Background: an optimization exercise with open tools, aiming at small area, a short achievable clock period and few clock cycles. Do not read the settings as production practice.
Function was checked by simulation only, so behaviour that the tests miss may differ from the original.

// piecewise_linear_lookup_core
module piecewise_linear_lookup_core #(
	parameter int MAX_POINTS = plpl_pkg::DEF_MAX_POINTS
) (
	input  wire logic                                 clk,
	input  wire logic                                 arst_n,
	input  wire logic                                 cfg_valid,
	output logic                                      cfg_ready,
	input  wire logic        [plpl_pkg::CFG_W-1:0]    cfg_data,
	input  wire logic                                 in_valid,
	output logic                                      in_stall,
	input  wire logic                                 req_type,
	input  wire logic        [plpl_pkg::INDEX_W-1:0]  point_index,
	input  wire logic signed [plpl_pkg::DATA_W-1:0]   point_key,
	input  wire logic signed [plpl_pkg::DATA_W-1:0]   point_value,
	input  wire logic signed [plpl_pkg::DATA_W-1:0]   query_x,
	output logic                                      out_valid,
	input  wire logic                                 out_stall,
	output logic signed      [plpl_pkg::DATA_W-1:0]   interp_value,
	output logic                                      below_first,
	output logic                                      at_or_above_last
);
Size: about 27,000 cells after synthesis, about 150 I/O pins, ~0.29 mm2 of cells after synthesis.
==> flow/config.mk <==
export PLATFORM = sky130hd
export DESIGN_NAME = piecewise_linear_lookup_core
export DESIGN_NICKNAME = piecewise_linear_lookup_core
export VERILOG_FILES = /design/flow/design.v
export SDC_FILE = /design/flow/constraint.sdc
export NUM_CORES = 4
export LEC_CHECK = 0
export CAP_MARGIN = 20
export CELL_PAD_IN_SITES_DETAIL_PLACEMENT = 1
export CELL_PAD_IN_SITES_GLOBAL_PLACEMENT = 2
export CORE_MARGIN = 2
export CORE_UTILIZATION = 30
export CTS_CLUSTER_DIAMETER = 120
export CTS_CLUSTER_SIZE = 20
export PLACE_DENSITY = 0.5
export SLEW_MARGIN = 20
export SYNTH_HIERARCHICAL = 1
export SYNTH_MINIMUM_KEEP_SIZE = 0
==> flow/constraint.sdc <==
create_clock -name core_clock -period 10.0 [get_ports {clk}]
set_input_delay 2.0000 -clock core_clock [delete_from_list [all_inputs] [get_ports {clk}]]
set_output_delay 2.0000 -clock core_clock [all_outputs]
set_load 0.01 [all_outputs]
standard.sh (not shown) runs the stock make flow with config.mk's settings and CLKGATE_MAP_FILE= SYNTH_SCRIPT=/design/flow/synth_recipe.tcl, a recipe that flattens the netlist after the stock synthesis.
==> flow/flow/run.sh <==
#!/bin/bash
set -euo pipefail
bash standard.sh SETUP_SLACK_MARGIN=6.2 finish > standard_make.log 2>&1
The baseline ran to the end with no violations.
Testbench counts at the start, summed over its fixed seeds: cycles 4,006.
==> next run, changes <==
==> flow/flow/run.sh (replaced) <==
#!/bin/bash
set -euo pipefail
bash standard.sh SETUP_SLACK_MARGIN=6.0 finish > standard_make.log 2>&1
Settings changed: CORE_UTILIZATION 30 to 35, PLACE_DENSITY 0.5 to 0.55.
After rerunning: Setup slack is worse by 0.16 ns. Global-route usage came out higher by 3.0 points. Clock skew shrinks by 0.048 ns.
==> next run, changes <==
==> flow/flow/run.sh (replaced) <==
#!/bin/bash
set -euo pipefail
bash standard.sh SETUP_SLACK_MARGIN=6.5 finish > standard_make.log 2>&1
Settings changed: CORE_UTILIZATION 35 to 30, PLACE_DENSITY 0.55 to 0.5, SYNTH_HIERARCHICAL 1 to not set, SYNTH_MINIMUM_KEEP_SIZE 0 to not set, TNS_END_PERCENT set to 0.
After rerunning: Hold slack is worse by 0.0059 ns; area after synthesis went down by 9.2%.
==> next run, changes <==
==> flow/flow/run.sh (replaced) <==
#!/bin/bash
set -euo pipefail
bash standard.sh SETUP_SLACK_MARGIN=6.1 finish > standard_make.log 2>&1
Settings changed: TNS_END_PERCENT 0 to not set.
The new run completed with no timing, DRC or antenna violations.
Area after synthesis stays the same.
Die area does not change.
Maximum frequency increases by about 4%.
Synthesized cell count does not change.
==> next run, changes <==
==> flow/flow/run.sh (replaced) <==
#!/bin/bash
set -euo pipefail
bash standard.sh SETUP_SLACK_MARGIN=6.0 finish > standard_make.log 2>&1
Settings changed: SYNTH_HIERARCHICAL set to 1, SYNTH_MINIMUM_KEEP_SIZE set to 0.
The new run completed with no timing, DRC or antenna violations.
Core utilization decreases by 2.3 points.
Sequential share of layout area decreases by 1.2 points.
Count of clock-buffer cells in the layout increases by 5.
Area after synthesis increases by 10%.
Wire length decreases by 1.0%.
Die area increases by 10%.
Cell area increases by 2.8%.

## separate check: timing with driven ports
In the flow no input, the clock included, has a driving cell. The finished layouts below were timed again as built, in two steps.
Step 1 sets driving cells, clkbuf_16 on the clock port and buf_2 on the other inputs (assumed; they add their load-dependent delay and slew).
Step 2 times the ports against the registers' clock, not the clock port: input delays grow and output delays shrink by t, the midpoint of the rising clock arrivals with the driver on.
Slacks: ideal / step 1 / step 2; pairs: ideal / step 1.
run	t, ns	setup WS [ns]	slew at the worst register clock pin (ns)
the first run	1.240	6.069 / 5.993 / 4.916	0.11 / 0.11
the second run	1.248	5.912 / 5.912 / 4.820	0.11 / 0.11
the third run	1.263	5.097 / 5.165 / 3.966	0.11 / 0.11
the fourth run	1.268	5.285 / 5.198 / 3.930	0.11 / 0.11
the fifth run	1.245	5.971 / 5.971 / 4.779	0.10 / 0.10
After both steps setup and hold are still met in every run listed. The setup slack of the fourth run, which loses most, moves by -0.087 ns with the drivers and by -1.355 ns with both steps.
